Optimization exercise on an open flow, not production practice. RTL: at most simulated, not proved equivalent. Power: default activity.

==> design/flow/run.sh <==
#!/bin/bash
# synth_recipe.tcl (not shown) runs the flow's synth.tcl, then flattens the netlist and writes it again
# the make line also repeats each setting of config.mk as NAME=value (left out here)
make -C /OpenROAD-flow-scripts/flow DESIGN_CONFIG=/design/flow/config.mk WORK_HOME=/design/flow/orfs CLKGATE_MAP_FILE= SYNTH_SCRIPT=/design/flow/synth_recipe.tcl finish
==> design/flow/config.mk <==
export PLATFORM = sky130hd
export DESIGN_NAME = main_mem_responder
export DESIGN_NICKNAME = main_mem_responder
export VERILOG_FILES = /design/flow/design.v
export SDC_FILE = /design/flow/constraint.sdc
export NUM_CORES = 4
export LEC_CHECK = 0
export CAP_MARGIN = 20
export CORE_MARGIN = 2
export CORE_UTILIZATION = 40
export CTS_CLUSTER_DIAMETER = 80
export CTS_CLUSTER_SIZE = 24
export SETUP_SLACK_MARGIN = 1.2
export SLEW_MARGIN = 20
export SYNTH_HIERARCHICAL = 1
==> design/flow/constraint.sdc <==
create_clock -name core_clock -period 3.5 [get_ports {clk}]
set_input_delay 0.7000 -clock core_clock [delete_from_list [all_inputs] [get_ports {clk}]]
set_output_delay 0.7000 -clock core_clock [all_outputs]
set_load 0.01 [all_outputs]
==> design/flow/design.v <==
module mr_o22ai (input logic a1, a2, b1, b2, output logic y);
  assign y = ~((a1 | a2) & (b1 | b2));
endmodule
module mr_a222oi (input logic a1, a2, b1, b2, c1, c2, output logic y);
  assign y = ~((a1 & a2) | (b1 & b2) | (c1 & c2));
endmodule
module mr_a22oi (input logic a1, a2, b1, b2, output logic y);
  assign y = ~((a1 & a2) | (b1 & b2));
endmodule
module mr_nand4 (input logic a, b, c, d, output logic y);
  assign y = ~(a & b & c & d);
endmodule
module mr_nand3 (input logic a, b, c, output logic y);
  assign y = ~(a & b & c);
endmodule
module mr_nor3 (input logic a, b, c, output logic y);
  assign y = ~(a | b | c);
endmodule
module mr_sel32 (input logic [31:0] sel, input logic [31:0] q, output logic y_n);
  logic [10:0] l1;    
  logic [2:0]  l2;    
  for (genvar k = 0; k < 10; k++) begin : g_l1
    mr_a222oi u (.a1(sel[3*k]), .a2(q[3*k]), .b1(sel[3*k+1]), .b2(q[3*k+1]),
                 .c1(sel[3*k+2]), .c2(q[3*k+2]), .y(l1[k]));
  end
  mr_a22oi u_l1_last (.a1(sel[30]), .a2(q[30]), .b1(sel[31]), .b2(q[31]), .y(l1[10]));
  mr_nand4 u_l2_0 (.a(l1[0]), .b(l1[1]), .c(l1[2]), .d(l1[3]), .y(l2[0]));
  mr_nand4 u_l2_1 (.a(l1[4]), .b(l1[5]), .c(l1[6]), .d(l1[7]), .y(l2[1]));
  mr_nand3 u_l2_2 (.a(l1[8]), .b(l1[9]), .c(l1[10]), .y(l2[2]));
  mr_nor3 u_l3 (.a(l2[0]), .b(l2[1]), .c(l2[2]), .y(y_n));
endmodule
module main_mem_responder (
  input  logic        clk,
  input  logic        rst,
  input  logic        MemoryRequest,
  input  logic        MemoryWriteEnable,
  input  logic [15:0] MemoryAddressIn,
  input  logic [15:0] MemoryDataIn,
  output logic        MemStall,
  output logic        MemDataValid,
  output logic [15:0] MemDataOut,
  output logic [15:0] MemAddressOut
);
  logic [15:0] mem_q [256];
  logic        ph_q;                  
  logic        busy_q;                
  logic        rv0_q, rv1_q, rv2_q, rv3_q;
  logic [15:0] ra0_q, ra1_q, ra2_q, ra3_q;
  logic [15:0] wpa_q, wpb_q;          
  logic [15:0] wc_q;                  
  logic [31:0] rsel_q;                
  logic [15:0] grpn_q [8];            
  logic        ph2_q;                 
  logic [15:0] do_q;
  logic rd_accept, wr_accept;
  assign rd_accept = rst & MemoryRequest & ~MemoryWriteEnable;
  assign wr_accept = rst & MemoryRequest & MemoryWriteEnable & ~busy_q;
  assign MemStall  = rst & MemoryRequest & MemoryWriteEnable & busy_q;
  always_ff @(posedge clk) begin
    ph_q   <= ~ph_q;
    busy_q <= rst & (rd_accept | rv0_q | rv1_q);
    rv0_q  <= rd_accept;
    rv1_q  <= rst & rv0_q;
    rv2_q  <= rst & rv1_q;
    rv3_q  <= rst & rv2_q;
    for (int i = 0; i < 16; i++) begin
      wpa_q[i] <= wr_accept & (MemoryAddressIn[4:1] == i[3:0]);
      wpb_q[i] <= (MemoryAddressIn[8:5] == i[3:0]);
    end
    wc_q   <= MemoryDataIn ^ {16{~ph_q}};
    ra0_q  <= MemoryAddressIn;
    ra1_q  <= ra0_q;
    ra2_q  <= ra1_q;
    ra3_q  <= (rst & rv2_q) ? ra2_q : 16'h0000;
    for (int i = 0; i < 32; i++) rsel_q[i] <= (ra0_q[5:1] == i[4:0]);
  end
  logic [255:0] wr1, wr2;
  always_comb begin
    for (int w = 0; w < 256; w++) begin
      wr1[w] = wpa_q[w % 16] & wpb_q[w / 16];
      wr2[w] = ~wr1[w];
    end
  end
  logic [15:0] mem_d [256];
  for (genvar w = 0; w < 256; w++) begin : g_row
    for (genvar b = 0; b < 16; b++) begin : g_bit
      mr_o22ai u_nx (.a1(mem_q[w][b]), .a2(wr1[w]), .b1(wc_q[b]), .b2(wr2[w]), .y(mem_d[w][b]));
    end
  end
  always_ff @(posedge clk) begin
    for (int w = 0; w < 256; w++) mem_q[w] <= mem_d[w];
  end
  logic [15:0] grpn [8];
  for (genvar g = 0; g < 8; g++) begin : g_eighth
    for (genvar b = 0; b < 16; b++) begin : g_bit
      logic [31:0] col;
      for (genvar i = 0; i < 32; i++) begin : g_w
        assign col[i] = mem_q[g * 32 + i][b];
      end
      mr_sel32 u_sel (.sel(rsel_q), .q(col), .y_n(grpn[g][b]));
    end
  end
  always_ff @(posedge clk) begin
    for (int g = 0; g < 8; g++) grpn_q[g] <= grpn[g];
    ph2_q <= ph_q;
    do_q  <= (rst & rv2_q) ? (grpn_q[ra2_q[8:6]] ^ {16{~ph2_q}}) : 16'h0000;
  end
  assign MemDataValid  = rv3_q;
  assign MemDataOut    = do_q;
  assign MemAddressOut = ra3_q;
endmodule
==> flow_summary.toml, run 1 <==
[setup_path]
crit_path_cell_trace = "buf_4 -> a222oi_1 -> nand4_1 -> nor3_2"
critPathKind = "flip-flop to flip-flop"
cp-start-kind = "flip-flop"
cp_max_fo = 27
endpoint = "grpn_q[5][2]"
r2r_start = "rsel_q[19]"
reg2reg_to = "grpn_q[5][2]"
crit_slowest_cell = "dfxtp_4"
rrSetupSlack_ps = 1010
required_ps = 4370
cp_slowest_stage_delay_ps = 610
arrival_ps = 3360
worst-path-buf-inv = 1
end_kind = "flip-flop"
crit_cells = 4
worstSetupStartpoint = "rsel_q[19]"
rr_worst_depth = 4
cpLargestDelayFamily = "simple AND/OR/NAND/NOR gates"

[floorplan]
dieArea_um2 = 344000
coreArea_um2 = 337000
ios = 70
die_w_um = 587
die_h_um = 587
rows = 213
start_util = 0.403

[yosys]
synth_mux_area_frac = 0.00243
ys.flop_type = "dfxtp_1"
synth_top_family_by_area = "compound AO/OA/AOI/OAI gates"
yosysSeqAreaShare = 0.647
synth_cell_types = 46
synth_adder_area_share = 0
syn_nets = 11400
syn-instance-count = 11300
netlist_area_um2 = 136000
synth-compound-area-share = 0.300
yosys.area_share.simple = 0.0394
async_reset_ff_frac = 0
synth_xor_area_frac = 0.00103
avgSynthCellArea_um2 = 12.0
synth_edf_count = 0
ys.warnings.count = 13
synth_seq_cells = 4391

[route]
wl_um = 573000
wl_per_cell_um = 34.2
drc = 0
drt-met1-wl_um = 217000
ant_nets = 0
viasPerCell = 7.23
num_vias = 121000
drt_iter0_drc = 22800
first_pass_iters = 12
dr_wl_met2_um = 244000
met3_length_um = 68800
top_layer_used = "met5"

[cts]
cts_htree_levels = 4
ctsHoldBuffers = 0
insertion_delay_ps = 990
cts.sinks = 4391
cts-buffers-inserted = 207
clkTransAtPathRegs_ps = 90
cts_buffer_depth = 4
cts-root-buf = "clkbuf_16"
cts_tree = "built"

[cells_and_area]
multi_input_area_um2 = 46600
area_growth_syn_to_layout_pct = 13.7
ff_latch_area_um2 = 88200
most-common-layout-cells = "dfxtp_1 (4,300), o22ai_1 (4,101), a222oi_1 (1,280)"
final_common_cell = "dfxtp_1"
nets = 12200
fillers = 30700
layout-drive-gt1-share = 0.109
fin_cells = 16800

[sta]
hold_violations = 0
finalCriticalPeriod_ps = 2490
tightest_slew_ps = 1180
post-route-period-util = 0.711
slew_headroom = 0.217
skew_ps = 89.3
setup_viol = 0
fin_setup_tns_ps = 0
rsz0062_at_grt = "yes"
setup_ws_ps = 1010
fin_hold_ws_ps = 166
max_freq_mhz = 402
slew_violations = 0

[power_and_ir_drop]
p_seq_frac = 0.619
p_clk_frac = 0.322
p_leak_nw = 60.4
vdd_ir_drop_max_uv = 433
p_comb_frac = 0.059
p_per_area_nw_per_um2 = 543
power_switching_w = 0.0202
internal_power_w = 0.0638
netSwitchingFraction = 0.240

[global_routing]
grt_max_degree = 98
grt.overflow.total = 0
antenna_found_initial = 28
track_usage = 0.309
grt_pass1_wl_um = 805000
grt_pass1_vias = 113000

[place]
dpl.hpwl_um = 346000
port_buffers = 69
gp_congestion = 0.944
post-place-ws_ps = 881
dp.cells = 16400

[flow_run]
max-cap-violations = 0

[status]
outcome = "timing/DRC/antenna clean"

[hold_path]
hp-class = "input port to flip-flop"
min_from = "MemoryAddressIn[0]"
[per-module statistics from Yosys (local to each module, per instance), a selection]
module / cells inside / copies in the design / area (um2)
main_mem_responder: 5300 / 1 / 92300
mr_a222oi: 1 / 1280 / 10.0
mr_a22oi: 1 / 128 / 12.5
mr_nand3: 1 / 128 / 5.00
mr_nand4: 1 / 256 / 6.26
mr_nor3: 1 / 128 / 10.0
mr_o22ai: 1 / 4096 / 6.26
[worst min-delay path by stage]
stage                 to  slack [ps]  cells past startpoint
6_report        ra0_q[0]         170                      1
5_1_grt        ra0_q[13]         170                      1
4_1_cts         ra0_q[0]         130                      1
3_5_place_dp    ra1_q[9]         310                      0
3_3_place_gp   ra1_q[12]         310                      0
2_1_floorplan   ra1_q[0]         310                      0
[cell usage after synthesis (all sizes together) (2+ instances only)]
cell    count  area, um2
a32o       15        158
nor2       86        330
nor3      138       1330
nand2     266       1010
and3       16        100
or3         2       12.5
a21oi      45        304
nand3b      4       30.0
nand4     256       1600
mux2i      33        330
nand2b     27        169
inv       257        965
buf        20        195
o21ai       2       10.0
or3b        2       17.5
a222oi   1280      12800
and2        4       28.8
xnor2      16        140
clkbuf     75        282
o22ai    4111      25800
dfxtp    4391      87900
nor2b       2       20.0
a22oi     128       1600
nand3     131        656
[cell type report]
cell class                 count  share of cell area
clock inverter                16             0.00121
timing repair buffer         751              0.0486
tap                         4515              0.0366
antenna                       28            0.000454
sequential                  4391               0.571
inverter                     257             0.00632
clock buffer                 226              0.0346
multi-input combinational   6573               0.301
[metal layers]
metal	vias to the layer above	global-route usage
met5	-	0
li1	50500	-
met1	60600	0.409
met2	8476	0.452
met4	24	0.201
met3	1531	0.0716
[state kept, by name, summed over array words and instances (netlist names)]
name / count
rv1_q: 1
mem_q: 4096
wpa_q: 16
ph2_q: 1
rsel_q: 32
ra3_q: 16
ra2_q: 16
rv3_q: 1
wc_q: 16
busy_q: 1
grpn_q: 128
rv0_q: 1
wpb_q: 16
ra0_q: 16
rv2_q: 1
ph_q: 1
do_q: 16
ra1_q: 16
[stage by stage]
step | cell area, um2 | utilization | total power, W
after global placement | 148000 | 0.437 | 0.0575
after global routing | 154000 | 0.458 | 0.0859
after detailed placement | 148000 | 0.437 | 0.0577
after CTS | 154000 | 0.456 | 0.0837
final | 154000 | 0.458 | 0.0839
after floorplan | 136000 | - | 0.0553
[power by group through the flow]
stage / logic (W) / registers (W) / clock network (W)
3_5_place_dp: 0.00456 / 0.0531 / 0
3_3_place_gp: 0.00447 / 0.0531 / 0
4_1_cts: 0.00469 / 0.0519 / 0.0272
2_1_floorplan: 0.00216 / 0.0531 / 0
6_report: 0.00492 / 0.0519 / 0.0270
5_1_grt: 0.00499 / 0.0520 / 0.0289
[cells by family after synthesis]
| family | after synthesis |
|---|---|
| compound gates | 5584 |
| xor+xnor | 16 |
| buf+inv | 352 |
| flops | 4391 |
| mux | 33 |
| simple gates | 940 |
[repair_timing]
action                     in CTS  in global routing
setup endpoints to repair     128                222
resized for setup             152                 20
setup buffers                  39                 36
pin swaps                      40                 35
==> run 2, diff against run 1 <==
--- a/design/flow/design.v
+++ b/design/flow/design.v
@@ -1,3 +1,3 @@
-module mr_o22ai (input logic a1, a2, b1, b2, output logic y);
-  assign y = ~((a1 | a2) & (b1 | b2));
+module mr_o22a (input logic a1, a2, b1, b2, output logic y);
+  assign y = (a1 | a2) & (b1 | b2);
 endmodule
@@ -44,3 +44,2 @@
   logic [15:0] mem_q [256];
-  logic        ph_q;                  
   logic        busy_q;                
@@ -52,3 +51,2 @@
   logic [15:0] grpn_q [8];            
-  logic        ph2_q;                 
   logic [15:0] do_q;
@@ -59,3 +57,2 @@
   always_ff @(posedge clk) begin
-    ph_q   <= ~ph_q;
     busy_q <= rst & (rd_accept | rv0_q | rv1_q);
@@ -69,3 +66,3 @@
     end
-    wc_q   <= MemoryDataIn ^ {16{~ph_q}};
+    wc_q   <= MemoryDataIn;
     ra0_q  <= MemoryAddressIn;
@@ -86,3 +83,3 @@
     for (genvar b = 0; b < 16; b++) begin : g_bit
-      mr_o22ai u_nx (.a1(mem_q[w][b]), .a2(wr1[w]), .b1(wc_q[b]), .b2(wr2[w]), .y(mem_d[w][b]));
+      mr_o22a u_nx (.a1(mem_q[w][b]), .a2(wr1[w]), .b1(wc_q[b]), .b2(wr2[w]), .y(mem_d[w][b]));
     end
@@ -104,4 +101,3 @@
     for (int g = 0; g < 8; g++) grpn_q[g] <= grpn[g];
-    ph2_q <= ph_q;
-    do_q  <= (rst & rv2_q) ? (grpn_q[ra2_q[8:6]] ^ {16{~ph2_q}}) : 16'h0000;
+    do_q  <= (rst & rv2_q) ? ~grpn_q[ra2_q[8:6]] : 16'h0000;
   end
==> run 2 against run 1 <==
Still clean. Clock power increased by 3%. Final cell count increased by 1.3%. Fmax increased by 4.6%. Combinational power decreased by about 30%. Sequential power increased by 0.8%. Core utilization decreased by 0.21 points. Via count decreased by 0.47%. Cell area increased by 6.9%. Critical endpoint is now grpn_q[0][15]. Largest cell class unchanged. Largest power group unchanged.
==> flow_summary.toml, run 2 <==
[cells_and_area]
largest_register_ffs = 4096
largest-register = "mem_q"
top_regs = "mem_q x4096, grpn_q x128, rsel_q x32"
final_common_cell = "dfxtp_1"
area_growth_syn_to_layout_pct = 13.4
fillers = 32700
nets = 12100
most-common-layout-cells = "dfxtp_1 (4,291), o22a_1 (4,096), a222oi_1 (1,280)"
layout-drive-gt1-share = 0.111

[yosys]
async_reset_ff_frac = 0
ys.warnings.count = 13
synth_top_family_by_area = "compound AO/OA/AOI/OAI gates"
synth_most_common_cell = "dfxtp_1"
yosys.area_share.simple = 0.0354
synth_mux_area_frac = 0.00254
synth_cell_types = 39
synth_xor_area_frac = 0
ys.flop_type = "dfxtp_1"
netlist_area_um2 = 146000
synth_seq_cells = 4389
syn-instance-count = 11200
ys_top_cells_by_count = "dfxtp_1 (4,389), o22a_1 (4,096), a222oi_1 (1,280), nand2_1 (265), inv_1 (259)"
yosysSeqAreaShare = 0.604
syn_nets = 11300
synth-compound-area-share = 0.349
synth_top_area_share = 0.604
synth_adder_area_share = 0
synth.area.top_cells = "dfxtp_1 (60%), o22a_1 (25%), a222oi_1 (8.8%)"
synth_edf_count = 0
synth_top_area_cell = "dfxtp_1"
avgSynthCellArea_um2 = 13.0

[sta]
fin_setup_tns_ps = 0
setup_ws_ps = 1120
skew_ps = 62.3
finalCriticalPeriod_ps = 2380
tightest_slew_ps = 1140
max_freq_mhz = 421
setup_viol = 0
hold_violations = 0
slew_violations = 0
slew_headroom = 0.239
fin_hold_ws_ps = 154
post-route-period-util = 0.679
rsz0062_at_grt = "yes"

[global_routing]
antenna_found_initial = 36
track_usage = 0.292
grt_pass1_vias = 114000
grt_pass1_wl_um = 811000
grt.overflow.total = 0
grt_max_degree = 134

[floorplan]
die_w_um = 607
die_h_um = 607
start_util = 0.402
ios = 70
dieArea_um2 = 369000
rows = 221
coreArea_um2 = 362000

[cts]
cts.sinks = 4389
cts-buffers-inserted = 212
cts-root-buf = "clkbuf_16"
cts_htree_levels = 4
cts_tree = "built"
clkTransAtPathRegs_ps = 100
insertion_delay_ps = 990
cts_buffer_depth = 4

[setup_path]
rr_worst_depth = 4
r2r_start = "rsel_q[12]"
cp-start-kind = "flip-flop"
critPathKind = "flip-flop to flip-flop"
arrival_ps = 3270
required_ps = 4390
rrSetupSlack_ps = 1120
cp_max_fo = 64
reg2reg_to = "grpn_q[0][15]"
end_kind = "flip-flop"

[hold_path]
hp-class = "input port to flip-flop"
min_from = "MemoryDataIn[12]"
hold_end = "wc_q[12]"
worstHoldPathCells = 1

[route]
ant_nets = 0
wl_per_cell_um = 34.0
viasPerCell = 7.10
first_pass_iters = 13
drc = 0
num_vias = 121000
wl_um = 577000
drt_iter0_drc = 19300

[power_and_ir_drop]
p_per_area_nw_per_um2 = 507
vdd_ir_drop_max_uv = 448
p_leak_nw = 59.8

[place]
dpl.hpwl_um = 354000
gp_congestion = 0.931
post-place-ws_ps = 824
port_buffers = 69

[flow_run]
max-cap-violations = 0

[status]
outcome = "timing/DRC/antenna clean"
run 2: Yosys stat by module (local to each module, per instance), excerpt:
module | cell area [um2] | copies in the design
main_mem_responder | 91800 | 1
mr_a222oi | 10.0 | 1280
mr_a22oi | 12.5 | 128
mr_nand3 | 5.00 | 128
mr_nand4 | 6.26 | 256
mr_nor3 | 10.0 | 128
mr_o22a | 8.76 | 4096
run 2: layout make-up:
class,count,area (um2),area share
antenna,24,60.1,0.000364
clock inverter,29,429,0.00260
timing repair buffer,744,7540,0.0457
multi-input combinational,6500,56400,0.342
sequential,4389,88200,0.534
clock buffer,239,5510,0.0334
inverter,259,980,0.00593
tap,4794,6000,0.0363
run 2: worst max-delay path by stage:
stage,endpoint,startpoint,depth (start not counted)
3_3_place_gp,wpb_q[2],MemoryAddressIn[6],3
4_1_cts,MemDataOut[11],do_q[11],1
6_report,grpn_q[0][15],rsel_q[12],4
3_5_place_dp,wpb_q[2],MemoryAddressIn[6],3
2_1_floorplan,grpn_q[0][0],rsel_q[21],3
5_1_grt,grpn_q[0][2],rsel_q[4],5
run 2: metrics by stage:
stage               power [W]  cell area (um2)  cells  utilization
floorplan              0.0550           146000  11200            -
global placement       0.0565           158000  16600        0.436
detailed placement     0.0567           158000  16600        0.436
CTS                    0.0839           165000  16900        0.454
global route           0.0859           165000  17000        0.456
finish                 0.0837           165000  17000        0.456
run 2: worst max-delay path, cell delays in order, from the launching register on:
cell and delay, ps:
dfxtp_4 490, buf_12 240, a222oi_1 800, nand4_1 360, nor3_2 250
run 2: what timing repair did:
item                       in CTS  in global routing
hold buffers                    0                  0
pin swaps                      25                 19
hold endpoints to repair        0                  0
setup endpoints to repair     489                303
buffers inserted               43                 27
gates resized for setup       173                 18
gates cloned                    0                  1
run 2: where the power goes:
part           leakage (nW)  internal [W]  switching [W]  total, W
clock network          2.91        0.0116         0.0164    0.0279
logic                  21.4       0.00147        0.00195   0.00342
registers              35.6        0.0512        0.00112    0.0523
run 2: per-layer routing:
layer	routed length (um)	part of all wire	vias up	track usage
li1	-	-	50200	-
met1	225000	0.39	62100	0.381
met2	261000	0.45	6968	0.462
met3	56500	0.098	1193	0.0513
met4	34500	0.060	26	0.157
met5	181	0.00031	-	0
run 2: logic make-up (layout without fill, tap and decap cells):
kind of cell / Yosys count / in the layout
and+or+nand+nor: 902 / 902
DFF: 4389 / 4389
buffers and inverters: 346 / 1271
muxes: 32 / 32
AOI/OAI and AO/OA: 5566 / 5566
other: 0 / 24
==> run 3, diff against run 2 <==
--- a/design/flow/design.v
+++ b/design/flow/design.v
@@ -1,3 +1,3 @@
-module mr_o22a (input logic a1, a2, b1, b2, output logic y);
-  assign y = (a1 | a2) & (b1 | b2);
+module mr_o22ai (input logic a1, a2, b1, b2, output logic y);
+  assign y = ~((a1 | a2) & (b1 | b2));
 endmodule
@@ -44,2 +44,3 @@
   logic [15:0] mem_q [256];
+  logic        ph_q;                  
   logic        busy_q;                
@@ -47,6 +48,7 @@
   logic [15:0] ra0_q, ra1_q, ra2_q, ra3_q;
-  logic [15:0] wpa_q, wpb_q;          
+  logic [15:0] wpa_q [2], wpb_q [2];  
   logic [15:0] wc_q;                  
-  logic [31:0] rsel_q;                
+  logic [31:0] rsel_q [2];            
   logic [15:0] grpn_q [8];            
+  logic        ph2_q;                 
   logic [15:0] do_q;
@@ -57,2 +59,3 @@
   always_ff @(posedge clk) begin
+    ph_q   <= ~ph_q;
     busy_q <= rst & (rd_accept | rv0_q | rv1_q);
@@ -62,7 +65,9 @@
     rv3_q  <= rst & rv2_q;
-    for (int i = 0; i < 16; i++) begin
-      wpa_q[i] <= wr_accept & (MemoryAddressIn[4:1] == i[3:0]);
-      wpb_q[i] <= (MemoryAddressIn[8:5] == i[3:0]);
+    for (int c = 0; c < 2; c++) begin
+      for (int i = 0; i < 16; i++) begin
+        wpa_q[c][i] <= wr_accept & (MemoryAddressIn[4:1] == i[3:0]) & (MemoryAddressIn[5] == c[0]);
+        wpb_q[c][i] <= (MemoryAddressIn[8:5] == i[3:0]) & (MemoryAddressIn[1] == c[0]);
+      end
     end
-    wc_q   <= MemoryDataIn;
+    wc_q   <= MemoryDataIn ^ {16{~ph_q}};
     ra0_q  <= MemoryAddressIn;
@@ -71,3 +76,4 @@
     ra3_q  <= (rst & rv2_q) ? ra2_q : 16'h0000;
-    for (int i = 0; i < 32; i++) rsel_q[i] <= (ra0_q[5:1] == i[4:0]);
+    for (int c = 0; c < 2; c++)
+      for (int i = 0; i < 32; i++) rsel_q[c][i] <= (ra0_q[5:1] == i[4:0]) & (ra0_q[6] == c[0]);
   end
@@ -76,3 +82,3 @@
     for (int w = 0; w < 256; w++) begin
-      wr1[w] = wpa_q[w % 16] & wpb_q[w / 16];
+      wr1[w] = wpa_q[(w / 16) % 2][w % 16] & wpb_q[w % 2][w / 16];
       wr2[w] = ~wr1[w];
@@ -83,3 +89,3 @@
     for (genvar b = 0; b < 16; b++) begin : g_bit
-      mr_o22a u_nx (.a1(mem_q[w][b]), .a2(wr1[w]), .b1(wc_q[b]), .b2(wr2[w]), .y(mem_d[w][b]));
+      mr_o22ai u_nx (.a1(mem_q[w][b]), .a2(wr1[w]), .b1(wc_q[b]), .b2(wr2[w]), .y(mem_d[w][b]));
     end
@@ -96,3 +102,3 @@
       end
-      mr_sel32 u_sel (.sel(rsel_q), .q(col), .y_n(grpn[g][b]));
+      mr_sel32 u_sel (.sel(rsel_q[g % 2]), .q(col), .y_n(grpn[g][b]));
     end
@@ -101,3 +107,4 @@
     for (int g = 0; g < 8; g++) grpn_q[g] <= grpn[g];
-    do_q  <= (rst & rv2_q) ? ~grpn_q[ra2_q[8:6]] : 16'h0000;
+    ph2_q <= ph_q;
+    do_q  <= (rst & rv2_q) ? (grpn_q[ra2_q[8:6]] ^ {16{~ph2_q}}) : 16'h0000;
   end
==> run 3 against run 2 <==
Still clean. Sequential share of layout area is 3.3 points higher. Sequential power is 2% lower. Register-to-register slack hardly changed. First-iteration DRC count is 21% higher. Sequential cell count is 66 higher. Worst setup slack worse by 9.5 ps. Die area is 5.5% lower. Fmax is 0.40% lower. Power is 0.11% lower.
==> flow_summary.toml, run 3 <==
[power_and_ir_drop]
vdd_ir_drop_max_uv = 506
power_w = 0.0836
p_per_area_nw_per_um2 = 529
p_leak_nw = 62.7

[floorplan]
coreArea_um2 = 343000
rows = 215
die_w_um = 590
ios = 70
dieArea_um2 = 349000
die_h_um = 590
start_util = 0.401

[sta]
hold_violations = 0
max_freq_mhz = 419
setup_viol = 0
post-route-period-util = 0.682
setup_ws_ps = 1110
finalCriticalPeriod_ps = 2390
fin_setup_tns_ps = 0
skew_ps = 100
slew_headroom = 0.193
slew_violations = 0
rsz0062_at_grt = "yes"
tightest_slew_ps = 1210

[yosys]
synth_top_area_cell = "dfxtp_1"
synth_cell_types = 44
synth_seq_cells = 4455
yosysSeqAreaShare = 0.648
ys_top_cells_by_count = "dfxtp_1 (4,455), o22ai_1 (4,101), a222oi_1 (1,280), nand2_1 (273)"
synth_top_area_share = 0.648
syn_nets = 11500
syn-instance-count = 11500
netlist_area_um2 = 138000
avgSynthCellArea_um2 = 12.0
async_reset_ff_frac = 0
ys.warnings.count = 19
synth_most_common_cell = "dfxtp_1"
synth.area.top_cells = "dfxtp_1 (65%), o22ai_1 (19%), a222oi_1 (9.3%)"
synth_edf_count = 0
ys.flop_type = "dfxtp_1"

[setup_path]
rr_worst_depth = 4
r2r_start = "rsel_q[0][0]"
reg2reg_to = "grpn_q[2][5]"
end_kind = "flip-flop"
cp-start-kind = "flip-flop"
endpoint = "grpn_q[2][5]"
worstSetupStartpoint = "rsel_q[0][0]"
required_ps = 4350
rrSetupSlack_ps = 1110
critPathKind = "flip-flop to flip-flop"
arrival_ps = 3240
cp_max_fo = 26

[global_routing]
grt_max_degree = 103
track_usage = 0.308
grt_pass1_vias = 114000
antenna_found_initial = 40
grt_pass1_wl_um = 806000
grt.overflow.total = 0

[place]
dpl.hpwl_um = 380000
port_buffers = 69
gp_congestion = 0.986
post-place-ws_ps = 788

[cts]
cts-buffers-inserted = 213
cts_tree = "built"
insertion_delay_ps = 990
ctsHoldBuffers = 0
cts-root-buf = "clkbuf_16"
cts_buffer_depth = 4
clkTransAtPathRegs_ps = 100
cts_htree_levels = 4
cts.sinks = 4455

[hold_path]
hp-class = "input port to flip-flop"
worstHoldPathCells = 1

[cells_and_area]
area_growth_syn_to_layout_pct = 14.8
fillers = 31000
utilization = 0.461
largest_register_ffs = 4096
most-common-layout-cells = "dfxtp_1 (4,345), o22ai_1 (4,101), a222oi_1 (1,280)"
largest-register = "mem_q"
final_common_cell = "dfxtp_1"
layout-drive-gt1-share = 0.126
top_regs = "mem_q x4096, grpn_q x128, rsel_q x64"
nets = 12600

[route]
ant_nets = 0
drt_iter0_drc = 23500
drc = 0
num_vias = 123000
first_pass_iters = 10
wl_per_cell_um = 33.8
viasPerCell = 7.14
wl_um = 580000

[status]
outcome = "timing/DRC/antenna clean"

[flow_run]
max-cap-violations = 0
## run 3: how the worst min path moves through the flow
stage | endpoint | slack (ps) | startpoint
final | ra0_q[15] | 160 | MemoryAddressIn[15]
after global routing | ra0_q[0] | 170 | MemoryAddressIn[0]
after CTS | ra0_q[15] | 120 | MemoryAddressIn[15]
after detailed placement | ra2_q[6] | 310 | ra1_q[6]
after global placement | ra1_q[8] | 310 | ra0_q[8]
after floorplan | ra1_q[0] | 310 | ra0_q[0]
## run 3: cells by family after synthesis
| kind of cell | share of synthesized area |
|---|---|
| AND/OR/NAND/NOR | 0.0415 |
| AO/OA/AOI/OAI | 0.296 |
| multiplexers | 0.00240 |
| flip-flops | 0.648 |
| buffers and inverters | 0.0110 |
| XOR/XNOR | 0.00102 |
## run 3: power by group
group	switching (W)	internal [W]
sequential	0.000556	0.0510
clock	0.0164	0.0117
combinational	0.00271	0.00124
total	0.0197	0.0639
## run 3: layout make-up
cell class                 instances  area, um2  area share
sequential                      4455      89500       0.567
multi-input combinational       6663      46900       0.297
timing repair buffer             970       8830      0.0559
tap                             4557       5700      0.0361
clock buffer                     238       5550      0.0351
inverter                         257        965     0.00611
clock inverter                    23        353     0.00223
antenna                           19       47.5    0.000301
## run 3: worst max-delay path, stage by stage, from the launching register on
cell and delay [ps]:
dfxtp_4 510, buf_4 290, a222oi_1 640, nand4_1 560, nor3_2 290
## run 3: timing repair
action                                  CTS  global route
gates resized for setup                 182            50
cloned                                    0             2
buffers inserted                          2            67
pin swaps                                26            61
endpoints found under the setup margin  145            80
## run 3: stage by stage
step	cells	hold slack, ps	cell area [um2]
after floorplan	11500	310	138000
after global placement	16800	310	151000
after detailed placement	16800	312	151000
after CTS	17100	125	157000
after global routing	17200	172	158000
final	17200	163	158000
## run 3: per-layer routing
metal  global-route usage  share of wire
met3               0.0820           0.13
met4                0.180          0.069
met5                    0        0.00029
met1                0.414           0.38
met2                0.444           0.42
## run 3: modules after synthesis, one instance, submodules excluded, excerpt
module	flops+latches	copies in the design
mr_a22oi	0	128
mr_nand3	0	128
mr_nor3	0	128
mr_nand4	0	256
main_mem_responder	4455	1
mr_a222oi	0	1280
==> run 4, diff against run 3 <==
--- a/design/flow/config.mk
+++ b/design/flow/config.mk
@@ -12,3 +12,3 @@
 export CTS_CLUSTER_SIZE = 24
-export SETUP_SLACK_MARGIN = 1.2
+export SETUP_SLACK_MARGIN = 1.5
 export SLEW_MARGIN = 20
==> run 4 against run 3 <==
Register-to-register slack gained 20 ps. Core utilization rose by 1.2 points. Wire length rose by 5.0%. Via count grew 2.0%. Hold slack got worse by 15 ps. First-iteration DRC count grew 4.8%. Clock skew rose by 14 ps. Non-clock buffer count is 234 higher. Critical path type unchanged.
==> flow_summary.toml, run 4 <==
[cts]
ctsHoldBuffers = 0
cts.sinks = 4455
cts_buffer_depth = 4
cts_tree = "built"
cts_htree_levels = 4
cts-buffers-inserted = 213
clkTransAtPathRegs_ps = 100
insertion_delay_ps = 1000
cts-root-buf = "clkbuf_16"

[yosys]
syn_nets = 11500
synth_mux_area_frac = 0.00240
synth_top_family_by_area = "compound AO/OA/AOI/OAI gates"
synth_top_area_share = 0.648
async_reset_ff_frac = 0
yosys.area_share.simple = 0.0415
yosysSeqAreaShare = 0.648
synth.area.top_cells = "dfxtp_1 (65%), o22ai_1 (19%), a222oi_1 (9.3%)"
synth_xor_area_frac = 0.00102
ys_top_cells_by_count = "dfxtp_1 (4,455), o22ai_1 (4,101), a222oi_1 (1,280), nand2_1 (273)"
synth_edf_count = 0
synth_adder_area_share = 0
ys.flop_type = "dfxtp_1"
synth_top_area_cell = "dfxtp_1"
synth_seq_cells = 4455
netlist_area_um2 = 138000
synth-compound-area-share = 0.296
syn-instance-count = 11500
synth_most_common_cell = "dfxtp_1"
synth_cell_types = 44
avgSynthCellArea_um2 = 12.0
ys.warnings.count = 19

[route]
drt_iter0_drc = 24600
first_pass_iters = 14
num_vias = 125000
drc = 0
viasPerCell = 7.19
wl_per_cell_um = 35.0
ant_nets = 0
wl_um = 609000

[sta]
setup_ws_ps = 1130
skew_ps = 114
fin_setup_tns_ps = 0
hold_violations = 0
rsz0062_at_grt = "yes"
tightest_slew_ps = 1180
finalCriticalPeriod_ps = 2370
fin_hold_ws_ps = 148
slew_headroom = 0.214
max_freq_mhz = 422
setup_viol = 0
slew_violations = 0
post-route-period-util = 0.678

[cells_and_area]
largest_register_ffs = 4096
area_growth_syn_to_layout_pct = 17.7
nets = 12800
final_common_cell = "dfxtp_1"
top_regs = "mem_q x4096, grpn_q x128, rsel_q x64"
most-common-layout-cells = "dfxtp_1 (4,313), o22ai_1 (4,100), a222oi_1 (1,280)"
largest-register = "mem_q"
layout-drive-gt1-share = 0.148
utilization = 0.473

[setup_path]
crit_slowest_cell = "nand3_1"
worst-path-buf-inv = 1
required_ps = 4370
cp_slowest_stage_delay_ps = 680
end_kind = "flip-flop"
cp-start-kind = "flip-flop"
crit_path_cell_trace = "buf_12 -> a222oi_1 -> nand3_1 -> nor3_2"
cpLargestDelayFamily = "simple AND/OR/NAND/NOR gates"
critPathKind = "flip-flop to flip-flop"
arrival_ps = 3240
cp_max_fo = 8

[power_and_ir_drop]
power_w = 0.0839
p_per_area_nw_per_um2 = 518
p_leak_nw = 64.6
vdd_ir_drop_max_uv = 512

[floorplan]
dieArea_um2 = 349000
coreArea_um2 = 343000
start_util = 0.401
die_h_um = 590
rows = 215
ios = 70
die_w_um = 590

[global_routing]
grt_max_degree = 103
grt_pass1_vias = 116000
track_usage = 0.326
grt_pass1_wl_um = 841000
antenna_found_initial = 48
grt.overflow.total = 0

[flow_run]
max-cap-violations = 0

[status]
outcome = "timing/DRC/antenna clean"

[place]
port_buffers = 69
dpl.hpwl_um = 380000
gp_congestion = 0.986
post-place-ws_ps = 788

[hold_path]
hp-class = "input port to flip-flop"
[run 4: changes by cell type in the layout (fill, tap and decap cells not counted), sizes merged]
cell | before | now
diode | 19 | 24
buf | 919 | 1146
bufbuf | 0 | 2
dlygate4sd2 | 7 | 0
clkbuf | 242 | 259
nor2b | 6 | 7
clkdlybuf4s15 | 5 | 0
inv | 267 | 263
clkinvlp | 2 | 6
[run 4: metal layers]
layer,share of wire,vias to the layer above,track usage
met3,0.14,1601,0.103
met4,0.074,34,0.210
met1,0.38,62300,0.428
li1,-,52000,-
met5,0.00037,-,0
met2,0.41,9258,0.460
[run 4: per-module statistics from Yosys, one instance, submodules excluded, a selection]
module              cells  times used  cell area (um2)  flops+latches
mr_o22ai                1        4096             6.26              0
mr_a22oi                1         128             12.5              0
mr_nand4                1         256             6.26              0
main_mem_responder   5464           1            94000           4455
mr_nor3                 1         128             10.0              0
mr_nand3                1         128             5.00              0
mr_a222oi               1        1280             10.0              0
[run 4: path summary, 6_finish.rpt]
path	start	to	slack [ps]	cells past startpoint
hold reg to reg	ra1_q[4]	ra2_q[4]	330	0
setup / recovery	rsel_q[0][27]	grpn_q[6][6]	1130	4
setup reg to reg	rsel_q[0][27]	grpn_q[6][6]	1130	4
hold / removal	MemoryAddressIn[15]	ra0_q[15]	150	1
[run 4: kinds of logic after synthesis]
group	after synthesis
muxes	33
buffers and inverters	362
and+or+nand+nor	1030
AOI/OAI and AO/OA	5584
xor gates and xnor gates	16
DFF	4455
[run 4: per-stage QoR]
step	instance area, um2	instances
floorplan	138000	11500
global placement	151000	16800
detailed placement	151000	16800
CTS	160000	17300
global route	162000	17400
finish	162000	17400
[run 4: final cells by class]
| type | count | area (um2) |
|---|---|---|
| multi-input cells | 6664 | 47100 |
| fillers | 30600 | 181000 |
| clock buffers | 238 | 5550 |
| clock inverters | 23 | 353 |
| diodes | 24 | 60.1 |
| inverters | 257 | 980 |
| well taps | 4557 | 5700 |
| repair buffers | 1204 | 12600 |
| flip-flops and latches | 4455 | 89600 |
[run 4: what timing repair did]
action                                  CTS  global route
buffers inserted                        176            94
gates cloned                             14            22
gates resized for setup                 394           133
endpoints found under the setup margin  843           373
pin swaps                               325           272
hold endpoints to repair                  0             0
[run 4: where the power goes]
| group | internal (W) | switching [W] |
|---|---|---|
| Combinational | 0.00134 | 0.00284 |
| Sequential | 0.0510 | 0.000526 |
| Clock | 0.0117 | 0.0165 |
==> run 5, diff against run 4 <==
--- a/design/flow/design.v
+++ b/design/flow/design.v
@@ -6,7 +6,4 @@
 endmodule
-module mr_a22oi (input logic a1, a2, b1, b2, output logic y);
-  assign y = ~((a1 & a2) | (b1 & b2));
-endmodule
-module mr_nand4 (input logic a, b, c, d, output logic y);
-  assign y = ~(a & b & c & d);
+module mr_nand2 (input logic a, b, output logic y);
+  assign y = ~(a & b);
 endmodule
@@ -15,9 +12,9 @@
 endmodule
-module mr_nor3 (input logic a, b, c, output logic y);
-  assign y = ~(a | b | c);
+module mr_nor2 (input logic a, b, output logic y);
+  assign y = ~(a | b);
 endmodule
-module mr_sel32 (input logic [31:0] sel, input logic [31:0] q, output logic y_n);
-  logic [10:0] l1;    
-  logic [2:0]  l2;    
-  for (genvar k = 0; k < 10; k++) begin : g_l1
+module mr_sel16 (input logic [15:0] sel, input logic [15:0] q, output logic y_n);
+  logic [5:0] l1;    
+  logic [1:0] l2;    
+  for (genvar k = 0; k < 5; k++) begin : g_l1
     mr_a222oi u (.a1(sel[3*k]), .a2(q[3*k]), .b1(sel[3*k+1]), .b2(q[3*k+1]),
@@ -25,7 +22,6 @@
   end
-  mr_a22oi u_l1_last (.a1(sel[30]), .a2(q[30]), .b1(sel[31]), .b2(q[31]), .y(l1[10]));
-  mr_nand4 u_l2_0 (.a(l1[0]), .b(l1[1]), .c(l1[2]), .d(l1[3]), .y(l2[0]));
-  mr_nand4 u_l2_1 (.a(l1[4]), .b(l1[5]), .c(l1[6]), .d(l1[7]), .y(l2[1]));
-  mr_nand3 u_l2_2 (.a(l1[8]), .b(l1[9]), .c(l1[10]), .y(l2[2]));
-  mr_nor3 u_l3 (.a(l2[0]), .b(l2[1]), .c(l2[2]), .y(y_n));
+  mr_nand2 u_l1_last (.a(sel[15]), .b(q[15]), .y(l1[5]));
+  mr_nand3 u_l2_0 (.a(l1[0]), .b(l1[1]), .c(l1[2]), .y(l2[0]));
+  mr_nand3 u_l2_1 (.a(l1[3]), .b(l1[4]), .c(l1[5]), .y(l2[1]));
+  mr_nor2 u_l3 (.a(l2[0]), .b(l2[1]), .y(y_n));
 endmodule
@@ -50,4 +46,4 @@
   logic [15:0] wc_q;                  
-  logic [31:0] rsel_q [2];            
-  logic [15:0] grpn_q [8];            
+  logic [15:0] rsel_q [2];            
+  logic [15:0] grpn_q [16];           
   logic        ph2_q;                 
@@ -77,3 +73,3 @@
     for (int c = 0; c < 2; c++)
-      for (int i = 0; i < 32; i++) rsel_q[c][i] <= (ra0_q[5:1] == i[4:0]) & (ra0_q[6] == c[0]);
+      for (int i = 0; i < 16; i++) rsel_q[c][i] <= (ra0_q[4:1] == i[3:0]) & (ra0_q[5] == c[0]);
   end
@@ -95,10 +91,10 @@
   end
-  logic [15:0] grpn [8];
-  for (genvar g = 0; g < 8; g++) begin : g_eighth
+  logic [15:0] grpn [16];
+  for (genvar g = 0; g < 16; g++) begin : g_part
     for (genvar b = 0; b < 16; b++) begin : g_bit
-      logic [31:0] col;
-      for (genvar i = 0; i < 32; i++) begin : g_w
-        assign col[i] = mem_q[g * 32 + i][b];
+      logic [15:0] col;
+      for (genvar i = 0; i < 16; i++) begin : g_w
+        assign col[i] = mem_q[g * 16 + i][b];
       end
-      mr_sel32 u_sel (.sel(rsel_q[g % 2]), .q(col), .y_n(grpn[g][b]));
+      mr_sel16 u_sel (.sel(rsel_q[g % 2]), .q(col), .y_n(grpn[g][b]));
     end
@@ -106,5 +102,5 @@
   always_ff @(posedge clk) begin
-    for (int g = 0; g < 8; g++) grpn_q[g] <= grpn[g];
+    for (int g = 0; g < 16; g++) grpn_q[g] <= grpn[g];
     ph2_q <= ph_q;
-    do_q  <= (rst & rv2_q) ? (grpn_q[ra2_q[8:6]] ^ {16{~ph2_q}}) : 16'h0000;
+    do_q  <= (rst & rv2_q) ? (grpn_q[ra2_q[8:5]] ^ {16{~ph2_q}}) : 16'h0000;
   end
--- a/design/flow/config.mk
+++ b/design/flow/config.mk
@@ -12,3 +12,3 @@
 export CTS_CLUSTER_SIZE = 24
-export SETUP_SLACK_MARGIN = 1.5
+export SETUP_SLACK_MARGIN = 1.3
 export SLEW_MARGIN = 20
==> run 5 against run 4 <==
Still clean on timing, DRC and antenna. Worst setup slack better by 68 ps. Clock power about the same. Sequential share of layout area up 2.4 points. Clock skew down 36 ps. Critical path depth up 3. Wire length down 11%. Final cell count up 0.93%. Combinational power up 4%. Largest cell class unchanged. Highest routed layer unchanged.
==> flow_summary.toml, run 5 <==
[status]
outcome = "timing/DRC/antenna clean"

[sta]
rsz0062_at_grt = "yes"
skew_ps = 78.1
slew_violations = 0
fin_setup_tns_ps = 0
hold_violations = 0
tightest_slew_ps = 1170
finalCriticalPeriod_ps = 2300
setup_viol = 0
post-route-period-util = 0.658
slew_headroom = 0.222
max_freq_mhz = 434

[floorplan]
die_h_um = 596
start_util = 0.402
ios = 70
dieArea_um2 = 356000
die_w_um = 596
rows = 217
coreArea_um2 = 349000

[yosys]
synth_cell_types = 53
syn_nets = 12200
synth_edf_count = 0
synth_xor_area_frac = 0.000999
synth_top_family_by_area = "compound AO/OA/AOI/OAI gates"
synth_adder_area_share = 0
yosysSeqAreaShare = 0.649
ys.warnings.count = 19
synth-compound-area-share = 0.282
ys_top_cells_by_count = "dfxtp_1 (4,551), o22ai_1 (4,119), a222oi_1 (1,281), nand3_1 (571), nand2_1 (525)"
synth.area.top_cells = "dfxtp_1 (65%), o22ai_1 (18%), a222oi_1 (9.1%)"
ys.flop_type = "dfxtp_1"
async_reset_ff_frac = 0
synth_mux_area_frac = 0.00350
synth_top_area_cell = "dfxtp_1"
netlist_area_um2 = 140000
avgSynthCellArea_um2 = 11.5
yosys.area_share.simple = 0.0527
synth_top_area_share = 0.649
synth_seq_cells = 4551
syn-instance-count = 12200
synth_most_common_cell = "dfxtp_1"

[setup_path]
cp_slowest_stage_delay_ps = 560
required_ps = 4380
rr_worst_depth = 7
crit_path_cell_trace = "buf_12 -> buf_16 -> mux2i_2 -> o22ai_2 -> or4_4 -> or4b_1 -> nand3_1"
crit_cells = 7
critPathKind = "flip-flop to flip-flop"
end_kind = "flip-flop"
arrival_ps = 3180
cp-start-kind = "flip-flop"
cpLargestDelayFamily = "simple AND/OR/NAND/NOR gates"
worst-path-buf-inv = 2
crit_slowest_cell = "or4_4"
cp_max_fo = 6

[route]
viasPerCell = 6.88
drt_iter0_drc = 19600
ant_nets = 0
wl_um = 544000
first_pass_iters = 11
drc = 0
num_vias = 121000
wl_per_cell_um = 30.9

[cts]
clkTransAtPathRegs_ps = 100
cts_htree_levels = 4
cts-buffers-inserted = 218
cts_tree = "built"
cts_buffer_depth = 4
cts-root-buf = "clkbuf_16"
cts.sinks = 4551
insertion_delay_ps = 960

[global_routing]
grt_pass1_wl_um = 771000
track_usage = 0.285
antenna_found_initial = 37
grt.overflow.total = 0
grt_pass1_vias = 110000
grt_max_degree = 111

[power_and_ir_drop]
p_leak_nw = 63.2
p_per_area_nw_per_um2 = 537
vdd_ir_drop_max_uv = 406

[place]
dp.cells = 17300
dpl.hpwl_um = 333000
gp_congestion = 0.936
port_buffers = 69

[cells_and_area]
final_common_cell = "dfxtp_1"
nets = 13000
area_growth_syn_to_layout_pct = 12.9
largest-register = "mem_q"
most-common-layout-cells = "dfxtp_1 (4,458), o22ai_1 (4,113), a222oi_1 (1,281)"
utilization = 0.454
top_regs = "mem_q x4096, grpn_q x256"
layout-drive-gt1-share = 0.0817
fin_cells = 17600
largest_register_ffs = 4096

[hold_path]
hp-class = "input port to flip-flop"
worstHoldPathCells = 1

[flow_run]
max-cap-violations = 0
run 5: cell types whose count changed after synthesis, sizes merged, moves of 26 or more:
cell   previous run  this run
or3b              4        30
nand2           274       525
a22oi           128        15
nor2            164       376
nor3            128         2
dfxtp          4455      4551
nand4           257         6
nand3           138       571
run 5: worst paths after layout:
check	slack [ps]	to	start
setup / recovery	1200	do_q[2]	ra2_q[5]
hold / removal	190	ra0_q[15]	MemoryAddressIn[15]
setup reg to reg	1200	do_q[2]	ra2_q[5]
hold reg to reg	330	ra2_q[8]	ra1_q[8]
run 5: repair_timing:
item                       in CTS  in global routing
setup buffers                  16                 25
setup endpoints to repair     394                372
cloned                          3                  2
pin swaps                      10                 26
hold buffers                    0                  0
gates resized for setup       246                 63
run 5: routing by layer:
layer  track usage  share of wire
met1         0.401           0.41
met5             0        0.00027
met2         0.424           0.43
met3        0.0511           0.10
met4         0.131          0.053
run 5: area by class of cell:
cell class	instances	area, um2
inverter	271	1040
clock inverter	12	168
tap	4599	5750
timing repair buffer	672	6670
fill	32800	191000
clock buffer	234	5570
multi-input combinational	7223	47800
antenna	22	55.1
sequential	4551	91400
run 5: cells by family (layout without fill, tap and decap cells):
logic type / count (synthesis) / count (layout)
compound gates: 5534 / 5534
simple gates: 1625 / 1625
mux: 48 / 48
xor+xnor: 16 / 16
other cells: 0 / 22
flops: 4551 / 4551
buf+inv: 405 / 1189
run 5: through the flow:
stage | instance area, um2 | hold WS (ps) | power (W) | worst slack, ps
floorplan | 140000 | 310 | 0.0558 | 789
global placement | 152000 | 311 | 0.0579 | 795
finish | 158000 | 191 | 0.0850 | 1200
detailed placement | 152000 | 312 | 0.0579 | 828
global route | 158000 | 151 | 0.0871 | 1180
CTS | 158000 | 132 | 0.0850 | 1070
run 5: Yosys stat by module (local to each module, per instance), a selection:
module	copies in the design	cells
mr_nand3	512	1
mr_o22ai	4096	1
mr_nand2	256	1
main_mem_responder	1	5779
mr_a222oi	1280	1
mr_nor2	256	1
run 5: where the power goes:
group / internal [W] / switching [W]
sequential: 0.0521 / 0.000567
combinational: 0.00149 / 0.00285
clock: 0.0114 / 0.0166
==> run 6, diff against run 5 <==
--- a/design/flow/config.mk
+++ b/design/flow/config.mk
@@ -9,3 +9,3 @@
 export CORE_MARGIN = 2
-export CORE_UTILIZATION = 40
+export CORE_UTILIZATION = 35
 export CTS_CLUSTER_DIAMETER = 80
==> run 6 against run 5 <==
Still clean on timing, DRC and antenna. Via count is 0.72% higher. Highest routed layer unchanged. Sequential power hardly changed. Combinational power hardly changed. Wire length is 2.0% higher. First-iteration DRC count is 1.7% lower. Worst setup slack worse by 2.5 ps. Final cell count is 3.5% higher. Critical path type unchanged. Critical path depth is 3 lower.
==> flow_summary.toml, run 6 <==
[setup_path]
end_kind = "flip-flop"
crit_cells = 4
cp-start-kind = "flip-flop"
crit_slowest_cell = "dfxtp_4"
arrival_ps = 3120
critPathKind = "flip-flop to flip-flop"
cp_slowest_stage_delay_ps = 570
worst-path-buf-inv = 1
rr_worst_depth = 4
required_ps = 4310
crit_path_cell_trace = "buf_12 -> a222oi_1 -> nand3_1 -> nor2_2"
cpLargestDelayFamily = "simple AND/OR/NAND/NOR gates"
cp_max_fo = 48

[yosys]
async_reset_ff_frac = 0
avgSynthCellArea_um2 = 11.5
synth.area.top_cells = "dfxtp_1 (65%), o22ai_1 (18%), a222oi_1 (9.1%)"
synth_top_area_cell = "dfxtp_1"
yosysSeqAreaShare = 0.649
synth_top_area_share = 0.649
ys.flop_type = "dfxtp_1"
synth_edf_count = 0
synth_most_common_cell = "dfxtp_1"
synth_seq_cells = 4551
ys.warnings.count = 19
ys_top_cells_by_count = "dfxtp_1 (4,551), o22ai_1 (4,119), a222oi_1 (1,281), nand3_1 (571), nand2_1 (525)"
synth_cell_types = 53
syn-instance-count = 12200
netlist_area_um2 = 140000
syn_nets = 12200

[route]
wl_um = 555000
drt_iter0_drc = 19200
viasPerCell = 6.69
num_vias = 122000
ant_nets = 0
wl_per_cell_um = 30.5
first_pass_iters = 10
drc = 0

[sta]
slew_violations = 0
setup_ws_ps = 1190
post-route-period-util = 0.659
tightest_slew_ps = 1100
finalCriticalPeriod_ps = 2310
rsz0062_at_grt = "yes"
hold_violations = 0
setup_viol = 0
fin_hold_ws_ps = 168
skew_ps = 104
fin_setup_tns_ps = 0
max_freq_mhz = 434
slew_headroom = 0.269

[place]
dpl.hpwl_um = 339000
place_area_um2 = 152000
port_buffers = 69
gp_congestion = 0.924
post-place-ws_ps = 761

[cells_and_area]
ff_latch_area_um2 = 91400
largest_register_ffs = 4096
multi_input_area_um2 = 47800
largest-register = "mem_q"
final_common_cell = "dfxtp_1"
most-common-layout-cells = "dfxtp_1 (4,458), o22ai_1 (4,109), a222oi_1 (1,281)"
final_area_um2 = 159000
area_growth_syn_to_layout_pct = 13.5
nets = 12900
layout-drive-gt1-share = 0.0782
utilization = 0.399
top_regs = "mem_q x4096, grpn_q x256"
fillers = 38600

[power_and_ir_drop]
p_per_area_nw_per_um2 = 535
netSwitchingFraction = 0.236
p_comb_frac = 0.051
p_clk_frac = 0.331
internal_power_w = 0.0651
p_seq_frac = 0.618
p_leak_nw = 63.0
power_switching_w = 0.0201
vdd_ir_drop_max_uv = 394

[global_routing]
antenna_found_initial = 65
track_usage = 0.253
grt.overflow.total = 0
grt_max_degree = 107
grt_pass1_wl_um = 783000
grt_pass1_vias = 111000

[hold_path]
worstHoldPathCells = 1
hp-class = "input port to flip-flop"

[floorplan]
die_w_um = 637
dieArea_um2 = 406000
die_h_um = 637
ios = 70
rows = 232
coreArea_um2 = 399000
start_util = 0.352

[status]
outcome = "timing/DRC/antenna clean"

[cts]
cts_htree_levels = 4
insertion_delay_ps = 970
ctsHoldBuffers = 0
cts_buffer_depth = 4
cts.sinks = 4551
cts_tree = "built"
clkTransAtPathRegs_ps = 100
cts-root-buf = "clkbuf_16"
cts-buffers-inserted = 219

[flow_run]
max-cap-violations = 0
==> run 6: worst paths after layout <==
| check | startpoint | endpoint | slack [ps] |
|---|---|---|---|
| hold / removal | MemoryAddressIn[0] | ra0_q[0] | 170 |
| setup reg to reg | rsel_q[1][5] | grpn_q[1][13] | 1190 |
| hold reg to reg | ra1_q[4] | ra2_q[4] | 330 |
| setup / recovery | rsel_q[1][5] | grpn_q[1][13] | 1190 |
==> run 6: kinds of logic after synthesis <==
group,synth area share
DFF,0.649
muxes,0.00350
AOI/OAI and AO/OA,0.282
and+or+nand+nor,0.0527
xor gates and xnor gates,0.000999
buffers and inverters,0.0119
==> run 6: area by class of cell <==
cell class / count / share of cell area
sequential: 4551 / 0.574
multi-input combinational: 7224 / 0.300
tap: 5265 / 0.0414
timing repair buffer: 603 / 0.0408
clock buffer: 239 / 0.0353
inverter: 271 / 0.00662
clock inverter: 13 / 0.00101
antenna: 28 / 0.000440
==> run 6: power by group through the flow <==
stage,Sequential [W],Combinational (W),Clock (W)
floorplan,0.0541,0.00168,0
global placement,0.0539,0.00399,0
detailed placement,0.0539,0.00400,0
CTS,0.0526,0.00413,0.0284
global route,0.0527,0.00444,0.0302
finish,0.0527,0.00436,0.0282
==> run 6: per-module statistics from Yosys (local to each module, per instance), excerpt <==
module | flip-flops and latches | copies in the design | cell area, um2 | cells
main_mem_responder | 4551 | 1 | 97400 | 5779
mr_a222oi | 0 | 1280 | 10.0 | 1
mr_nand3 | 0 | 512 | 5.00 | 1
mr_nand2 | 0 | 256 | 3.75 | 1
mr_o22ai | 0 | 4096 | 6.26 | 1
mr_nor2 | 0 | 256 | 3.75 | 1
==> run 6: stage by stage <==
| stage | total power (W) | std cells |
|---|---|---|
| final | 0.0852 | 18200 |
| after global routing | 0.0873 | 18200 |
| after CTS | 0.0852 | 18100 |
| after detailed placement | 0.0579 | 17900 |
| after global placement | 0.0579 | 17900 |
| after floorplan | 0.0558 | 12200 |
==> run 6: timing repair <==
action,CTS,global route
endpoints found under the setup margin,281,379
pin swaps,17,47
cloned,7,1
setup buffers,23,23
resized for setup,267,68
==> run 6: metal layers <==
metal | GRT usage | wire length, um | vias up
li1 | - | - | 52500
met1 | 0.348 | 225000 | 61300
met5 | 0 | 192 | -
met3 | 0.0469 | 56200 | 1080
met4 | 0.125 | 31500 | 28
met2 | 0.381 | 242000 | 6867
==> run 7, diff against run 6 <==
--- a/design/flow/config.mk
+++ b/design/flow/config.mk
@@ -9,6 +9,6 @@
 export CORE_MARGIN = 2
-export CORE_UTILIZATION = 35
+export CORE_UTILIZATION = 45
 export CTS_CLUSTER_DIAMETER = 80
 export CTS_CLUSTER_SIZE = 24
-export SETUP_SLACK_MARGIN = 1.3
+export SETUP_SLACK_MARGIN = 1.25
 export SLEW_MARGIN = 20
==> run 7 against run 6 <==
Die area is 22% lower. Synthesized area stayed put. Sequential share of layout area is 0.28 points lower. Global-route usage is 8.2 points higher. Non-clock buffer count is 361 higher. Wire length is 1.6% higher. Largest power group unchanged. Count of clock-buffer cells in the layout is 1 lower. Via count is 2.9% higher. First-iteration DRC count is 12% higher. Critical path depth stayed put. Core utilization is 12 points higher. Final cell count is 4.2% lower.
==> flow_summary.toml, run 7 <==
[cells_and_area]
most-common-layout-cells = "dfxtp_1 (4,473), o22ai_1 (4,113), a222oi_1 (1,281)"
utilization = 0.514
nets = 13300
largest_register_ffs = 4096
largest-register = "mem_q"
top_regs = "mem_q x4096, grpn_q x256"
area_growth_syn_to_layout_pct = 14.0
layout-drive-gt1-share = 0.100
final_common_cell = "dfxtp_1"
fin_cells = 17400

[setup_path]
critPathKind = "flip-flop to flip-flop"
required_ps = 4280
arrival_ps = 3140
cpLargestDelayFamily = "simple AND/OR/NAND/NOR gates"
cp_slowest_stage_delay_ps = 610
crit_slowest_cell = "nor2_1"
worst-path-buf-inv = 1
worstSetupStartpoint = "rsel_q[1][10]"
cp_max_fo = 51
rr_worst_depth = 4
end_kind = "flip-flop"
endpoint = "grpn_q[11][10]"
r2r_start = "rsel_q[1][10]"
crit_cells = 4
crit_path_cell_trace = "buf_4 -> a222oi_1 -> nand3_1 -> nor2_1"
reg2reg_to = "grpn_q[11][10]"
rrSetupSlack_ps = 1140
cp-start-kind = "flip-flop"

[yosys]
ys.warnings.count = 19
netlist_area_um2 = 140000
syn_nets = 12200
ys.flop_type = "dfxtp_1"
synth_edf_count = 0
ys_top_cells_by_count = "dfxtp_1 (4,551), o22ai_1 (4,119), a222oi_1 (1,281), nand3_1 (571), nand2_1 (525)"
avgSynthCellArea_um2 = 11.5
async_reset_ff_frac = 0
yosysSeqAreaShare = 0.649
syn-instance-count = 12200
synth_cell_types = 53
synth_top_area_cell = "dfxtp_1"
synth_most_common_cell = "dfxtp_1"
synth_top_area_share = 0.649
synth.area.top_cells = "dfxtp_1 (65%), o22ai_1 (18%), a222oi_1 (9.1%)"
synth_seq_cells = 4551

[floorplan]
die_h_um = 562
ios = 70
coreArea_um2 = 311000
die_w_um = 562
dieArea_um2 = 316000
start_util = 0.451
rows = 205

[power_and_ir_drop]
vdd_ir_drop_max_uv = 437
p_leak_nw = 64.8
p_seq_frac = 0.620
p_per_area_nw_per_um2 = 531
internal_power_w = 0.0650
power_switching_w = 0.0200
p_comb_frac = 0.050
netSwitchingFraction = 0.235
p_clk_frac = 0.330

[route]
wl_um = 564000
first_pass_iters = 12
drc = 0
wl_per_cell_um = 32.3
ant_nets = 0
drt_iter0_drc = 21500
num_vias = 125000
viasPerCell = 7.19

[cts]
ctsHoldBuffers = 0
cts-buffers-inserted = 216
clkTransAtPathRegs_ps = 100
cts_tree = "built"
insertion_delay_ps = 970
cts.sinks = 4551
cts_htree_levels = 4
cts_buffer_depth = 4
cts-root-buf = "clkbuf_16"

[hold_path]
hp-class = "input port to flip-flop"

[sta]
tightest_slew_ps = 1220
skew_ps = 74.4
rsz0062_at_grt = "yes"
max_freq_mhz = 424
slew_headroom = 0.184
hold_violations = 0
slew_violations = 0
finalCriticalPeriod_ps = 2360
fin_setup_tns_ps = 0
post-route-period-util = 0.673
setup_viol = 0

[global_routing]
track_usage = 0.335
grt_pass1_wl_um = 807000
grt_pass1_vias = 117000
antenna_found_initial = 47
grt.overflow.total = 0
grt_max_degree = 119

[place]
port_buffers = 69
gp_congestion = 0.913
dp.cells = 17100
dpl.hpwl_um = 363000

[status]
outcome = "timing/DRC/antenna clean"

[flow_run]
max-cap-violations = 0
run 7: cell counts after synthesis:
No cell type changed its count.
run 7: kinds of logic (layout without fill, tap and decap cells):
kind of cell	count (synthesis)	in the layout	synth area share
other	0	27	0
AOI/OAI and AO/OA	5534	5534	0.282
and+or+nand+nor	1625	1625	0.0527
xor gates and xnor gates	16	16	0.000999
muxes	48	48	0.00350
buffers and inverters	405	1491	0.0119
DFF	4551	4551	0.649
run 7: per-layer routing:
metal / up-vias / part of all wire / global-route usage
met4: 36 / 0.057 / 0.169
met1: 62800 / 0.40 / 0.457
met5: - / 0.00039 / 0
li1: 53300 / - / -
met2: 7984 / 0.44 / 0.505
met3: 1310 / 0.11 / 0.0671
run 7: worst min path at each step:
| stage | startpoint | to | slack, ps | cells past startpoint |
|---|---|---|---|---|
| 6_report | rst | ra3_q[0] | 80 | 2 |
| 3_3_place_gp | ra1_q[15] | ra2_q[15] | 310 | 0 |
| 4_1_cts | MemoryAddressIn[12] | ra0_q[12] | 130 | 1 |
| 2_1_floorplan | ra0_q[0] | ra1_q[0] | 310 | 0 |
| 5_1_grt | rst | ra3_q[0] | 100 | 2 |
| 3_5_place_dp | ra0_q[14] | ra1_q[14] | 310 | 0 |
run 7: layout make-up:
type / count / area, um2
antenna: 27 / 67.6
multi-input combinational: 7223 / 47700
clock buffer: 238 / 5580
clock inverter: 18 / 231
fill: 27200 / 151000
tap: 4140 / 5180
inverter: 271 / 1020
sequential: 4551 / 91400
timing repair buffer: 964 / 8800
run 7: modules after synthesis, one instance, submodules excluded, excerpt:
module              cell area (um2)  cells  flops+latches
mr_o22ai                       6.26      1              0
mr_a222oi                      10.0      1              0
mr_nand2                       3.75      1              0
mr_nor2                        3.75      1              0
mr_nand3                       5.00      1              0
main_mem_responder            97400   5779           4551
run 7: metrics by stage:
| step | area (um2) | total power (W) | setup WS [ps] | hold WS, ps |
|---|---|---|---|---|
| 2_1_floorplan | 140000 | 0.0558 | 789 | 310 |
| 3_3_place_gp | 153000 | 0.0578 | 733 | 310 |
| 3_5_place_dp | 153000 | 0.0578 | 742 | 312 |
| 4_1_cts | 159000 | 0.0849 | 1180 | 129 |
| 5_1_grt | 160000 | 0.0871 | 1200 | 97.2 |
| 6_report | 160000 | 0.0850 | 1140 | 78.3 |
run 7: power by group through the flow:
stage	Combinational, W	Clock [W]	Sequential (W)
floorplan	0.00168	0	0.0541
global placement	0.00385	0	0.0539
detailed placement	0.00390	0	0.0539
CTS	0.00398	0.0282	0.0527
global route	0.00433	0.0301	0.0527
finish	0.00422	0.0281	0.0527
run 7: what timing repair did:
item | 4_1_cts | 5_1_grt
setup endpoints to repair | 61 | 36
pin swaps | 4 | 18
resized for setup | 227 | 42
setup buffers | 16 | 19
gates cloned | 1 | 4
==> run 8, diff against run 7 <==
--- a/design/flow/config.mk
+++ b/design/flow/config.mk
@@ -9,6 +9,6 @@
 export CORE_MARGIN = 2
-export CORE_UTILIZATION = 45
+export CORE_UTILIZATION = 40
 export CTS_CLUSTER_DIAMETER = 80
 export CTS_CLUSTER_SIZE = 24
-export SETUP_SLACK_MARGIN = 1.25
+export SETUP_SLACK_MARGIN = 1.2
 export SLEW_MARGIN = 20
==> run 8 against run 7 <==
Wire length down 4.8%. Core utilization shrank 6.2 points. Critical path depth decreased by 1. Non-clock buffer count down 318. Fmax is 1.2% lower.
==> flow_summary.toml, run 8 <==
[status]
outcome = "timing/DRC/antenna clean"

[route]
ant_nets = 0
viasPerCell = 6.86
wl_um = 537000
drt_iter0_drc = 19500
drc = 0
wl_per_cell_um = 30.6
first_pass_iters = 8
num_vias = 121000

[yosys]
synth_edf_count = 0
synth_seq_cells = 4551
synth_cell_types = 53
netlist_area_um2 = 140000
synth_top_area_share = 0.649
ys.warnings.count = 19
synth_top_area_cell = "dfxtp_1"
synth_most_common_cell = "dfxtp_1"
synth.area.top_cells = "dfxtp_1 (65%), o22ai_1 (18%), a222oi_1 (9.1%)"
async_reset_ff_frac = 0
yosysSeqAreaShare = 0.649
syn-instance-count = 12200
ys_top_cells_by_count = "dfxtp_1 (4,551), o22ai_1 (4,119), a222oi_1 (1,281), nand3_1 (571), nand2_1 (525)"
syn_nets = 12200
ys.flop_type = "dfxtp_1"
avgSynthCellArea_um2 = 11.5

[power_and_ir_drop]
p_clk_frac = 0.330
netSwitchingFraction = 0.235
p_leak_nw = 63.0
p_seq_frac = 0.620
power_switching_w = 0.0200
p_per_area_nw_per_um2 = 538
internal_power_w = 0.0649
vdd_ir_drop_max_uv = 402
p_comb_frac = 0.050

[sta]
hold_violations = 0
finalCriticalPeriod_ps = 2390
slew_headroom = 0.229
post-route-period-util = 0.682
fin_hold_ws_ps = 187
skew_ps = 77.4
slew_violations = 0
fin_setup_tns_ps = 0
tightest_slew_ps = 1160
max_freq_mhz = 419
setup_viol = 0
rsz0062_at_grt = "yes"

[cells_and_area]
layout-drive-gt1-share = 0.0761
largest-register = "mem_q"
top_regs = "mem_q x4096, grpn_q x256"
largest_register_ffs = 4096
most-common-layout-cells = "dfxtp_1 (4,463), o22ai_1 (4,118), a222oi_1 (1,281)"
fin_cells = 17600
final_area_um2 = 158000
final_common_cell = "dfxtp_1"
utilization = 0.452
area_growth_syn_to_layout_pct = 12.5
nets = 12900

[setup_path]
arrival_ps = 3200
end_kind = "flip-flop"
endpoint = "grpn_q[15][6]"
worstSetupStartpoint = "rsel_q[1][1]"
r2r_start = "rsel_q[1][1]"
cp-start-kind = "flip-flop"
rr_worst_depth = 3
critPathKind = "flip-flop to flip-flop"
cp_max_fo = 56
reg2reg_to = "grpn_q[15][6]"
rrSetupSlack_ps = 1110
required_ps = 4320

[cts]
cts.sinks = 4551
cts-buffers-inserted = 218
cts_tree = "built"
cts_buffer_depth = 4
cts-root-buf = "clkbuf_16"
clkTransAtPathRegs_ps = 100
insertion_delay_ps = 960
cts_htree_levels = 4

[floorplan]
die_w_um = 596
dieArea_um2 = 356000
rows = 217
ios = 70
coreArea_um2 = 349000
start_util = 0.402
die_h_um = 596

[place]
dp.cells = 17300
place_area_um2 = 152000
port_buffers = 69
gp_congestion = 0.936
dpl.hpwl_um = 333000

[hold_path]
hp-class = "input port to flip-flop"

[flow_run]
max-cap-violations = 0

[global_routing]
grt_max_degree = 111
track_usage = 0.284
grt_pass1_wl_um = 769000
grt_pass1_vias = 110000
grt.overflow.total = 0
antenna_found_initial = 34
==> run 8: cell types whose count changed in the layout (fill, tap and decap cells not counted), sizes merged, moves of 3 or more <==
cell           change
clkinv             +3
buf              -323
dlygate4sd2       +12
clkdlybuf4s15      -4
clkbuf             -7
clkinvlp           +3
inv               -12
==> run 8: layout make-up <==
class / count / area [um2]
multi-input combinational: 7223 / 47600
clock inverter: 12 / 168
clock buffer: 234 / 5570
inverter: 271 / 1030
tap: 4599 / 5750
timing repair buffer: 646 / 6160
sequential: 4551 / 91400
fill: 32900 / 191000
antenna: 26 / 65.1
==> run 8: routing by layer <==
metal  vias up  global-route usage  wire [um]
li1      52600                   -          -
met1     60500               0.401     223000
met2      6364               0.423     234000
met3       999              0.0485      52700
met4        14               0.127      27100
met5         -                   0         77
==> run 8: worst min-delay path by stage <==
stage	from	to	cells past startpoint
after global placement	ra1_q[9]	ra2_q[9]	0
after global routing	MemoryAddressIn[15]	ra0_q[15]	1
after floorplan	ra0_q[0]	ra1_q[0]	0
final	MemoryAddressIn[10]	ra0_q[10]	1
after detailed placement	ra1_q[7]	ra2_q[7]	0
after CTS	MemoryAddressIn[15]	ra0_q[15]	1
==> run 8: repair_timing <==
| action | in CTS | in global routing |
|---|---|---|
| gates resized for setup | 146 | 43 |
| hold buffers | 0 | 0 |
| gates cloned | 2 | 0 |
| pin swaps | 1 | 4 |
| endpoints found under the setup margin | 182 | 151 |
| setup buffers | 9 | 9 |
==> run 8: critical path, cell delays in order, from the launching register on <==
cell	delay (ps)
dfxtp_4	590
a222oi_1	1070
nand3_1	140
nor2_1	330
==> run 8: per-module statistics from Yosys (local to each module, per instance), excerpt <==
module	copies in the design	cells inside	area, um2
main_mem_responder	1	5779	97400
mr_a222oi	1280	1	10.0
mr_nand2	256	1	3.75
mr_nand3	512	1	5.00
mr_nor2	256	1	3.75
mr_o22ai	4096	1	6.26
==> run 8: stage by stage <==
stage          power (W)  setup WS (ps)
5_1_grt           0.0871           1140
2_1_floorplan     0.0558            789
4_1_cts           0.0850           1080
6_report          0.0849           1110
3_3_place_gp      0.0579            795
3_5_place_dp      0.0579            828
==> run 8: power groups by stage <==
stage	logic [W]	clock network [W]	registers, W
2_1_floorplan	0.00168	0	0.0541
3_3_place_gp	0.00403	0	0.0539
3_5_place_dp	0.00403	0	0.0539
4_1_cts	0.00408	0.0282	0.0527
5_1_grt	0.00435	0.0300	0.0527
6_report	0.00425	0.0280	0.0527
==> run 8: logic make-up after synthesis <==
logic type      count (synthesis)  synth area share
xor+xnor                       16          0.000999
mux                            48           0.00350
compound gates               5534             0.282
buf+inv                       405            0.0119
simple gates                 1625            0.0527
flops                        4551             0.649
